This design comes from an exercise in tuning for a short achievable clock period and few clock cycles per item on the open sky130 flow, not from production work. Only simulation tests tie the RTL to the original design; equivalence was not proved. No activity file was given, so power comes from the tool's default toggle rates.

<file path="flow/design.v">
package rme_pkg;
  localparam int NUM_REGS  = 32;
  localparam int DATA_W    = 32;
  localparam int REG_IDX_W = 5;
  localparam int REG_AW    = (NUM_REGS > 1) ? $clog2(NUM_REGS) : 1;
  localparam logic [2:0] CMD_MOV   = 3'd0;
  localparam logic [2:0] CMD_ADD   = 3'd1;
  localparam logic [2:0] CMD_SUB   = 3'd2;
  localparam logic [2:0] CMD_MUL   = 3'd3;
  localparam logic [2:0] CMD_DIV   = 3'd4;
  localparam logic [2:0] CMD_PRINT = 3'd5;
  localparam logic STATUS_OK     = 1'b0;
  localparam logic STATUS_DIV0   = 1'b1;
  typedef enum logic [1:0] {
    ALU_ADD,
    ALU_SUB,
    ALU_MUL,
    ALU_DIV
  } alu_op_e;
  typedef struct packed {
    logic    start;
    alu_op_e op;
  } alu_req_t;
  typedef struct packed {
    logic              done;
    logic [DATA_W-1:0] result;
  } alu_rsp_t;
  function automatic logic reg_in_range(input logic [REG_IDX_W-1:0] idx);
    reg_in_range = ({4'd0, idx} < 9'(NUM_REGS));
  endfunction
  function automatic logic [REG_AW-1:0] reg_addr(input logic [REG_IDX_W-1:0] idx);
    reg_addr = REG_AW'(idx);
  endfunction
endpackage
module rme_ram #(
  parameter int WIDTH = 32,
  parameter int DEPTH = 32
) (
  input  logic                             clk_i,
  input  logic                             we_i,
  input  logic [$clog2(DEPTH > 1 ? DEPTH : 2)-1:0] waddr_i,
  input  logic [WIDTH-1:0]                 wdata_i,
  input  logic [$clog2(DEPTH > 1 ? DEPTH : 2)-1:0] raddr_i,
  output logic [WIDTH-1:0]                 rdata_o
);
  logic [WIDTH-1:0] mem_q [DEPTH];
  always_ff @(posedge clk_i) begin
    if (we_i) begin
      mem_q[waddr_i] <= wdata_i;
    end
    rdata_o <= mem_q[raddr_i];
  end
endmodule
module rme_alu (
  input  logic              clk_i,
  input  logic              rst_ni,
  input  rme_pkg::alu_req_t req_i,
  input  logic [rme_pkg::DATA_W-1:0] a_i,
  input  logic [rme_pkg::DATA_W-1:0] b_i,
  output rme_pkg::alu_rsp_t rsp_o
);
  localparam logic [2:0] ST_IDLE   = 3'd0;
  localparam logic [2:0] ST_ADDSUB = 3'd1;
  localparam logic [2:0] ST_MUL    = 3'd2;
  localparam logic [2:0] ST_ABSA   = 3'd3;
  localparam logic [2:0] ST_ABSB   = 3'd4;
  localparam logic [2:0] ST_DIV    = 3'd5;
  localparam logic [2:0] ST_FIX    = 3'd6;
  localparam logic [2:0] ST_DONE   = 3'd7;
  localparam int CNT_W = $clog2(rme_pkg::DATA_W);
  logic [2:0]        state_q, state_d;
  logic [CNT_W-1:0]  cnt_q, cnt_d;
  rme_pkg::alu_op_e           op_q;
  logic              neg_q;
  logic [rme_pkg::DATA_W-1:0] x0_q, x1_q, acc_q;
  logic [rme_pkg::DATA_W:0]   add_x, add_y, sum;
  logic              add_sub;
  always_comb begin
    add_x   = '0;
    add_y   = '0;
    add_sub = 1'b0;
    case (state_q)
      ST_ADDSUB: begin
        add_x   = {1'b0, x0_q};
        add_y   = {1'b0, x1_q};
        add_sub = (op_q == rme_pkg::ALU_SUB);
      end
      ST_MUL: begin
        add_x = {1'b0, acc_q};
        add_y = {1'b0, x0_q};
      end
      ST_ABSA, ST_FIX: begin
        add_y   = {1'b0, x0_q};
        add_sub = 1'b1;
      end
      ST_ABSB: begin
        add_y   = {1'b0, x1_q};
        add_sub = 1'b1;
      end
      ST_DIV: begin
        add_x   = {acc_q, x0_q[rme_pkg::DATA_W-1]};
        add_y   = {1'b0, x1_q};
        add_sub = 1'b1;
      end
      default: begin
        add_x = '0;
      end
    endcase
    sum = add_x + (add_sub ? ~add_y : add_y) + {{rme_pkg::DATA_W{1'b0}}, add_sub};
  end
  always_comb begin
    state_d = state_q;
    cnt_d   = cnt_q;
    case (state_q)
      ST_IDLE: begin
        if (req_i.start) begin
          cnt_d = CNT_W'(rme_pkg::DATA_W - 1);
          case (req_i.op)
            rme_pkg::ALU_ADD, rme_pkg::ALU_SUB: state_d = ST_ADDSUB;
            rme_pkg::ALU_MUL:          state_d = ST_MUL;
            default:          state_d = ST_ABSA;
          endcase
        end
      end
      ST_ADDSUB: state_d = ST_DONE;
      ST_MUL: begin
        cnt_d = cnt_q - 1'b1;
        if (cnt_q == '0) begin
          state_d = ST_DONE;
        end
      end
      ST_ABSA: state_d = ST_ABSB;
      ST_ABSB: state_d = ST_DIV;
      ST_DIV: begin
        cnt_d = cnt_q - 1'b1;
        if (cnt_q == '0) begin
          state_d = ST_FIX;
        end
      end
      ST_FIX:  state_d = ST_DONE;
      default: state_d = ST_IDLE;
    endcase
  end
  always_ff @(posedge clk_i or negedge rst_ni) begin
    if (!rst_ni) begin
      state_q <= ST_IDLE;
      cnt_q   <= '0;
    end else begin
      state_q <= state_d;
      cnt_q   <= cnt_d;
    end
  end
  always_ff @(posedge clk_i) begin
    case (state_q)
      ST_IDLE: begin
        if (req_i.start) begin
          x0_q  <= a_i;
          x1_q  <= b_i;
          acc_q <= '0;
          op_q  <= req_i.op;
          neg_q <= a_i[rme_pkg::DATA_W-1] ^ b_i[rme_pkg::DATA_W-1];
        end
      end
      ST_ADDSUB: acc_q <= sum[rme_pkg::DATA_W-1:0];
      ST_MUL: begin
        if (x1_q[0]) begin
          acc_q <= sum[rme_pkg::DATA_W-1:0];
        end
        x0_q <= {x0_q[rme_pkg::DATA_W-2:0], 1'b0};
        x1_q <= {1'b0, x1_q[rme_pkg::DATA_W-1:1]};
      end
      ST_ABSA: begin
        if (x0_q[rme_pkg::DATA_W-1]) begin
          x0_q <= sum[rme_pkg::DATA_W-1:0];
        end
      end
      ST_ABSB: begin
        if (x1_q[rme_pkg::DATA_W-1]) begin
          x1_q <= sum[rme_pkg::DATA_W-1:0];
        end
      end
      ST_DIV: begin
        if (!sum[rme_pkg::DATA_W]) begin
          acc_q <= sum[rme_pkg::DATA_W-1:0];
          x0_q  <= {x0_q[rme_pkg::DATA_W-2:0], 1'b1};
        end else begin
          acc_q <= {acc_q[rme_pkg::DATA_W-2:0], x0_q[rme_pkg::DATA_W-1]};
          x0_q  <= {x0_q[rme_pkg::DATA_W-2:0], 1'b0};
        end
      end
      ST_FIX: acc_q <= neg_q ? sum[rme_pkg::DATA_W-1:0] : x0_q;
      default: begin
      end
    endcase
  end
  assign rsp_o.done   = (state_q == ST_DONE);
  assign rsp_o.result = acc_q;
endmodule
module register_machine_execute_unit (
  input  logic                        clk_i,
  input  logic                        rst_ni,
  input  logic                        in_valid_i,
  output logic                        in_ready_o,
  input  logic [2:0]                  cmd_i,
  input  logic [rme_pkg::REG_IDX_W-1:0]dest_reg_i,
  input  logic                        a_is_reg_i,
  input  logic [rme_pkg::REG_IDX_W-1:0]a_reg_i,
  input  logic signed [rme_pkg::DATA_W-1:0]    a_imm_i,
  input  logic                        b_is_reg_i,
  input  logic [rme_pkg::REG_IDX_W-1:0]b_reg_i,
  input  logic signed [rme_pkg::DATA_W-1:0]    b_imm_i,
  output logic                        out_valid_o,
  input  logic                        out_ready_i,
  output logic signed [rme_pkg::DATA_W-1:0]    print_value_o,
  output logic                        status_o
);
  localparam logic [2:0] S_IDLE = 3'd0;
  localparam logic [2:0] S_RDA  = 3'd1;
  localparam logic [2:0] S_RDB  = 3'd2;
  localparam logic [2:0] S_DISP = 3'd3;
  localparam logic [2:0] S_ALU  = 3'd4;
  localparam logic [2:0] S_OUT  = 3'd5;
  logic [2:0]           state_q, state_d;
  logic [rme_pkg::NUM_REGS-1:0]  valid_q;
  logic                 out_valid_q;
  logic [2:0]           cmd_q;
  logic [rme_pkg::REG_IDX_W-1:0] dest_q, a_reg_q, b_reg_q;
  logic                 a_is_reg_q, b_is_reg_q;
  logic [rme_pkg::DATA_W-1:0]    a_imm_q, b_imm_q;
  logic [rme_pkg::DATA_W-1:0]    a_q;
  logic                 st_q;
  logic                 rd_ok_q;
  logic [rme_pkg::DATA_W-1:0]    out_value_q;
  logic                 out_status_q;
  logic                 accept;
  logic                 out_free;
  logic [rme_pkg::REG_IDX_W-1:0] rd_idx;
  logic [rme_pkg::DATA_W-1:0]    ram_rdata, rd_val, b_val;
  logic                 b_zero;
  logic                 is_arith;
  logic                 we;
  logic [rme_pkg::DATA_W-1:0]    wdata;
  rme_pkg::alu_req_t             alu_req;
  rme_pkg::alu_rsp_t             alu_rsp;
  assign accept   = in_valid_i && in_ready_o;
  assign out_free = !out_valid_q || out_ready_i;
  always_comb begin
    if (state_q == S_RDA) begin
      rd_idx = (cmd_q == rme_pkg::CMD_PRINT) ? dest_q : a_reg_q;
    end else begin
      rd_idx = b_reg_q;
    end
    rd_val   = rd_ok_q ? ram_rdata : '0;
    b_val    = b_is_reg_q ? rd_val : b_imm_q;
    b_zero   = (b_val == '0);
    is_arith = (cmd_q == rme_pkg::CMD_ADD) || (cmd_q == rme_pkg::CMD_SUB) ||
               (cmd_q == rme_pkg::CMD_MUL) || (cmd_q == rme_pkg::CMD_DIV);
    alu_req.start = (state_q == S_DISP) && is_arith && !((cmd_q == rme_pkg::CMD_DIV) && b_zero);
    case (cmd_q)
      rme_pkg::CMD_ADD: alu_req.op = rme_pkg::ALU_ADD;
      rme_pkg::CMD_SUB: alu_req.op = rme_pkg::ALU_SUB;
      rme_pkg::CMD_MUL: alu_req.op = rme_pkg::ALU_MUL;
      default: alu_req.op = rme_pkg::ALU_DIV;
    endcase
    we = rme_pkg::reg_in_range(dest_q) &&
         (((state_q == S_DISP) && (cmd_q == rme_pkg::CMD_MOV)) ||
          ((state_q == S_ALU) && alu_rsp.done));
    wdata = (state_q == S_DISP) ? a_q : alu_rsp.result;
  end
  always_comb begin
    state_d = state_q;
    case (state_q)
      S_IDLE: begin
        if (accept) begin
          state_d = S_RDA;
        end
      end
      S_RDA: state_d = S_RDB;
      S_RDB: state_d = S_DISP;
      S_DISP: begin
        if (cmd_q == rme_pkg::CMD_PRINT || ((cmd_q == rme_pkg::CMD_DIV) && b_zero)) begin
          state_d = S_OUT;
        end else if (alu_req.start) begin
          state_d = S_ALU;
        end else begin
          state_d = S_IDLE;
        end
      end
      S_ALU: begin
        if (alu_rsp.done) begin
          state_d = S_IDLE;
        end
      end
      S_OUT: begin
        if (out_free) begin
          state_d = S_IDLE;
        end
      end
      default: state_d = S_IDLE;
    endcase
  end
  always_ff @(posedge clk_i or negedge rst_ni) begin
    if (!rst_ni) begin
      state_q     <= S_IDLE;
      valid_q     <= '0;
      out_valid_q <= 1'b0;
    end else begin
      state_q <= state_d;
      if (we) begin
        valid_q[rme_pkg::reg_addr(dest_q)] <= 1'b1;
      end
      if ((state_q == S_OUT) && out_free) begin
        out_valid_q <= 1'b1;
      end else if (out_ready_i) begin
        out_valid_q <= 1'b0;
      end
    end
  end
  always_ff @(posedge clk_i) begin
    if (accept) begin
      cmd_q      <= cmd_i;
      dest_q     <= dest_reg_i;
      a_is_reg_q <= a_is_reg_i;
      a_reg_q    <= a_reg_i;
      a_imm_q    <= a_imm_i;
      b_is_reg_q <= b_is_reg_i;
      b_reg_q    <= b_reg_i;
      b_imm_q    <= b_imm_i;
    end
    rd_ok_q <= rme_pkg::reg_in_range(rd_idx) && valid_q[rme_pkg::reg_addr(rd_idx)];
    if (state_q == S_RDB) begin
      a_q <= (cmd_q == rme_pkg::CMD_PRINT || a_is_reg_q) ? rd_val : a_imm_q;
    end
    if (state_q == S_DISP) begin
      if (cmd_q == rme_pkg::CMD_PRINT) begin
        st_q <= rme_pkg::STATUS_OK;
      end else begin
        a_q  <= '0;
        st_q <= rme_pkg::STATUS_DIV0;
      end
    end
    if ((state_q == S_OUT) && out_free) begin
      out_value_q  <= a_q;
      out_status_q <= st_q;
    end
  end
  rme_ram #(
    .WIDTH(rme_pkg::DATA_W),
    .DEPTH(rme_pkg::NUM_REGS)
  ) u_regfile (
    .clk_i  (clk_i),
    .we_i   (we),
    .waddr_i(rme_pkg::reg_addr(dest_q)),
    .wdata_i(wdata),
    .raddr_i(rme_pkg::reg_addr(rd_idx)),
    .rdata_o(ram_rdata)
  );
  rme_alu u_alu (
    .clk_i (clk_i),
    .rst_ni(rst_ni),
    .req_i (alu_req),
    .a_i   (a_q),
    .b_i   (b_val),
    .rsp_o (alu_rsp)
  );
  assign in_ready_o    = (state_q == S_IDLE);
  assign out_valid_o   = out_valid_q;
  assign print_value_o = out_value_q;
  assign status_o      = out_status_q;
endmodule
</file>
<file path="flow/run.sh">
#!/bin/bash
# synth_recipe.tcl (not shown) runs the flow's synth.tcl, then flattens the netlist and writes it again
# the make line also repeats each setting of config.mk as NAME=value (left out here)
make -C /OpenROAD-flow-scripts/flow DESIGN_CONFIG=/design/flow/config.mk WORK_HOME=/design/flow/orfs CLKGATE_MAP_FILE= SYNTH_SCRIPT=/design/flow/synth_recipe.tcl finish
</file>
<file path="flow/config.mk">
export PLATFORM = sky130hd
export DESIGN_NAME = register_machine_execute_unit
export DESIGN_NICKNAME = register_machine_execute_unit
export VERILOG_FILES = /design/flow/design.v
export SDC_FILE = /design/flow/constraint.sdc
export NUM_CORES = 4
export LEC_CHECK = 0
export CAP_MARGIN = 20
export CORE_MARGIN = 2
export CORE_UTILIZATION = 45
export PLACE_DENSITY = 0.6
export SLEW_MARGIN = 20
</file>
<file path="flow/constraint.sdc">
create_clock -name core_clock -period 6.0 [get_ports {clk_i}]
set_input_delay 1.2000 -clock core_clock [delete_from_list [all_inputs] [get_ports {clk_i}]]
set_output_delay 1.2000 -clock core_clock [all_outputs]
set_load 0.01 [all_outputs]
</file>
==> impl_results.md <==
* Total die area at about 130000 sq um
* Slowest cell on crit path: sky130_fd_sc_hd__nor2b_2
* Pwr/cell area at 616 nW/um^2
* Largest net degree at the start of global routing at 133
* Router iterations before antenna repair at 6
* First-pass GRT wire length at 229 mm
* Number of instances resized during post-cts repair at 0
* Mean instance size in the synthesized netlist at around 17 sq um
* GRT Total Usage at 24.8%
* Critical path arrival at 5.58 ns
* Switching pwr at 15.6 mW
* Residual overflow from global routing at 0
* Number of rows in the core area at 130
* Port Buf Inserts at 122
* Max FO, Critical Path at 20
* Internal power summed over all cells at 24.8 mW
* Maximum level of the CTS H-tree at 4
* Worst slew slack as a fraction of its limit at 22.1%
* Fraction of layout cells with a size suffix above 1 at 20.4%
* 1st-iter DRT viols at 3395
* Initial antenna violation count at 0
* Top library cells by usage in the layout, fill and taps aside: sky130_fd_sc_hd__edfxtp_1 (1241), sky130_fd_sc_hd__nand2_1 (290), sky130_fd_sc_hd__mux4_2 (264), sky130_fd_sc_hd__clkbuf_16 (147), sky130_fd_sc_hd__nor2_1 (140)
* Crit path buf inv count at 1
* Drt wl/cell at 29.7 um
* Nature of the critical path endpoint: register
* Max Clk Rate at 196 MHz
* Antenna diode instance count at 0
* Floorplan die width at ~360 um
* Number of distinct library cells after synthesis at between 80 and 90
* Syn-to-layout area delta at 15.8%
* Final Hold Vio Count at 0
* GR Layer Usage met3 at around 3.4%
* Sink Count at approximately 1400
* Clock tree from TritonCTS: yes
* Commonest non-fill, non-tap cell in the layout: sky130_fd_sc_hd__edfxtp_1
* Kind of path behind the tightest hold check: register to register
* Tcrit/Tclk final at 85.2%
* Vias in the first global route at 32700
* Hold-fix buffers, CTS at 0
* Max-cap check violation count at 0
* Post-synth top flop: sky130_fd_sc_hd__edfxtp_1
* Total clock buffers created by CTS at between 100 and 150
* Worst-Margin Slew at 1.16 ns
* Clock slew at the register clock pins of the worst setup and hold paths at 0.05 ns
* Number of fill cells in the layout at approximately 10000
* Unrepaired setup endpoints after global routing: false
* Routed wire length at 159 mm
* Sequential cell area fraction in the yosys report at 70.1%
* Kind of critical path: register to register
* Routed via count at between 30000 and 40000
* Switching fraction of total power at 38.6%
* Cell area after synthesis at 56600 sq um
* Max Clock Skew at between 0.03 and 0.04 ns
* Maximum cell stage delay along the critical path at 0.76 ns
* Post-Synthesis Cells at 3407
* Number of buffers inserted to repair setup after CTS at 0
* Library cell with the largest summed area after synthesis: sky130_fd_sc_hd__edfxtp_1
* Internal reg-to-reg setup slack at 0.89 ns
* Number of nets produced by synthesis at 3533
* Number of buffers on the longest clock path at 3
* Clk root buf: sky130_fd_sc_hd__clkbuf_16
* Proportion of netlist area held by the largest area contributor at around two thirds
* Fraction of power consumed by combinational cells at 42.2%
* Layer with the highest usage after global routing: met2
* Yosys warnings at 3
* Total Negative Setup Slacks at 0 ns
* Part of the power in registers at 35.0%
* Cells taking the most area after synthesis: sky130_fd_sc_hd__edfxtp_1 (66%), sky130_fd_sc_hd__mux4_2 (11%), sky130_fd_sc_hd__dfxtp_1 (2.3%), sky130_fd_sc_hd__nand2_1 (2.0%), sky130_fd_sc_hd__dfrtp_1 (1.9%)
* Core Box Area at 125000 sq um
* Clock network latency to the later pin of the worst-skew pair at 0.78 ns
* Initial cell density of the core at 45.2%
* Post-layout min period at 5.11 ns
* Vias/cell at 6.05
* Layout Cell Area excl Fill at 65500 sq um
* Antenna-violating nets left at 0
* Final setup violating endpoints at 0
* Relative contribution of the clock network to total power at 22.8%
* Peak supply drop at between 0.0003 and 0.0004 V
* Reported leakage power at 22.1 nW
* Ordered cell list for the critical path: nor2b_2 > buf_4 > a22oi_1 > xnor2_1 > ha_1 > nand4_1 > nor3_1 > nand4_1 > nor3_1 > a22oi_2 > and2_2 > xnor2_4 > mux2i_1 > o221ai_1
* Placed inst area at 60500 sq um
* Async set-or-reset flop fraction in the synthesized netlist at under 10%
* Synth Register Bits at 1350
* Kind of cell adding the most delay to the critical path: simple AND/OR/NAND/NOR gates
* Max-slew violations at 0
* Combined flip-flop and latch cell area at a little under 40000 sq um
* Element type at the critical path start: register
* Dpl hpwl at 95.6 mm
* Die span in y at 359 um
* Area of the multi-input gates at between 15000 and 20000 sq um
* I/O pin cnt at 123
* Count of unresolved DRC violations after routing at 0
* Met2 usage in global routing at between 40% and 50%
* Number of enable flip-flop cells after synthesis at 1241
* Final net count at roughly 3700
* WP data required at 6.47 ns
* Met1 GRT Util at 33.8%
* Run status: timing/DRC/antenna clean
* Routability-driven placement congestion ratio at 0.940
[stage by stage]
stage | std cells | util (%) | hold WS (ns) | setup WS, ns | power [mW]
after global placement | 5084 | 48.3 | 0.408 | 1.06 | 31.0
final | 5357 | 52.3 | 0.421 | 0.887 | 40.3
after floorplan | 3407 | - | 0.400 | 1.75 | 25.3
after detailed placement | 5085 | 48.3 | 0.407 | 0.945 | 31.1
after global routing | 5357 | 52.3 | 0.430 | 0.671 | 42.2
after CTS | 5351 | 52.2 | 0.420 | 0.927 | 40.3
[state kept, by name (all words and copies together) (netlist names), 2 cells and up]
signal             cells
b_reg_q                5
u_alu.op_q             2
a_q                   32
state_q                3
a_imm_q               32
valid_q               32
u_alu.x0_q            32
u_regfile.rdata_o     32
u_alu.acc_q           32
u_alu.x1_q            32
b_imm_q               32
a_reg_q                5
cmd_q                  3
u_regfile.mem_q     1024
u_alu.cnt_q            5
out_value_q           32
u_alu.state_q          3
dest_q                 5
[power by group through the flow]
stage	registers (mW)	clock network, mW	logic (mW)
global placement	14.3	0	16.6
floorplan	13.7	0	11.6
finish	14.1	9.20	17.0
CTS	14.1	9.36	16.8
detailed placement	14.3	0	16.8
global route	14.2	9.72	18.4
[layer usage]
metal | wire (um) | share of wire [%]
met2 | 77200 | 49
met5 | 0 | 0
met3 | 10000 | 6.3
met4 | 6360 | 4.0
met1 | 65400 | 41
[cells by family (layout without fill, tap and decap cells)]
group | count (synthesis) | count (layout) | share of synthesized area (%)
flops | 1350 | 1350 | 70.1
simple gates | 657 | 657 | 5.12
compound gates | 605 | 605 | 7.16
mux | 442 | 442 | 13.8
buf+inv | 245 | 545 | 1.84
xor+xnor | 70 | 70 | 1.12
fa+ha+maj | 38 | 38 | 0.853
[synthesized netlist by cell type, drive strengths merged (9+ instances only)]
cell type  count
a211oi        39
a21o          58
a21oi        132
a221o         16
a222oi         9
a22o          15
a22oi         66
a31oi         29
and2           9
buf           93
clkbuf       113
dfrtp         44
dfxtp         65
edfxtp      1241
ha            37
inv           38
mux2          68
mux2i        110
mux4         264
nand2        302
nand2b        26
nand3         35
nor2         175
nor2b         31
nor3          18
nor4          15
o211ai        41
o21ai        132
o221ai        21
xnor2         54
xor2          16
[worst paths after layout]
| check | start | endpoint | cells past startpoint |
|---|---|---|---|
| setup / recovery | u_alu.state_q[1]$_DFFE_PN0P_ | u_alu.acc_q[9]$_DFFE_PP_ | 14 |
| hold / removal | st_q$_DFFE_PP_ | out_status_q$_DFFE_PP_ | 0 |
| max in group asynchronous | rst_ni | u_alu.state_q[2]$_DFFE_PN0P_ | 2 |
| setup reg to reg | u_alu.state_q[1]$_DFFE_PN0P_ | u_alu.acc_q[9]$_DFFE_PP_ | 14 |
| min in group asynchronous | rst_ni | valid_q[3]$_DFFE_PN0P_ | 2 |
| hold reg to reg | st_q$_DFFE_PP_ | out_status_q$_DFFE_PP_ | 0 |
[worst register-to-register path, stage by stage, from the launching register on]
cell                       delay (ns)
sky130_fd_sc_hd__dfrtp_1         0.74
sky130_fd_sc_hd__nor2b_2         0.77
sky130_fd_sc_hd__buf_4           0.31
sky130_fd_sc_hd__a22oi_1         0.09
sky130_fd_sc_hd__xnor2_1         0.14
sky130_fd_sc_hd__ha_1            0.49
sky130_fd_sc_hd__nand4_1         0.20
sky130_fd_sc_hd__nor3_1          0.28
sky130_fd_sc_hd__nand4_1         0.18
sky130_fd_sc_hd__nor3_1          0.23
sky130_fd_sc_hd__a22oi_2         0.10
sky130_fd_sc_hd__and2_2          0.26
sky130_fd_sc_hd__xnor2_4         0.61
sky130_fd_sc_hd__mux2i_1         0.26
sky130_fd_sc_hd__o221ai_1        0.14
[cell type report]
class                           instances  area share (%)
Timing Repair Buffer                  240            3.68
Inverter                               39           0.223
Tap cell                             1650            3.15
Clock inverter                         78            1.56
Sequential cell                      1350            60.5
Clock buffer                          188            5.94
Multi-Input combinational cell       1812            24.9
Testbench counts, summed over its fixed seeds: cycles 130,773, items 9,856.

static timing again, ports no longer ideal:
In the flow no input, the clock included, has a driving cell. The finished layout below was timed again as built, in two steps.
Step 1 assumes that a clkbuf_16 drives the clock port and a buf_2 every other input.
Step 2 also shifts input and output timing later by t, the mid clock arrival at the registers, as if the neighbouring blocks saw the same clock.
Three values: no drivers, after step 1, after step 2; two values: the first two.
t, ns: 0.838
slack for setup (ns): 0.887 / 0.887 / 0.887
hold WS [ns]: 0.421 / 0.421 / 0.421
worst slew at a driven data input, ns: 0.08
cell pins on the clock port's net: 1
After both steps this run still meets setup and hold. For this run, drivers alone change the setup slack by 0.000 ns; drivers and shift together by 0.000 ns.
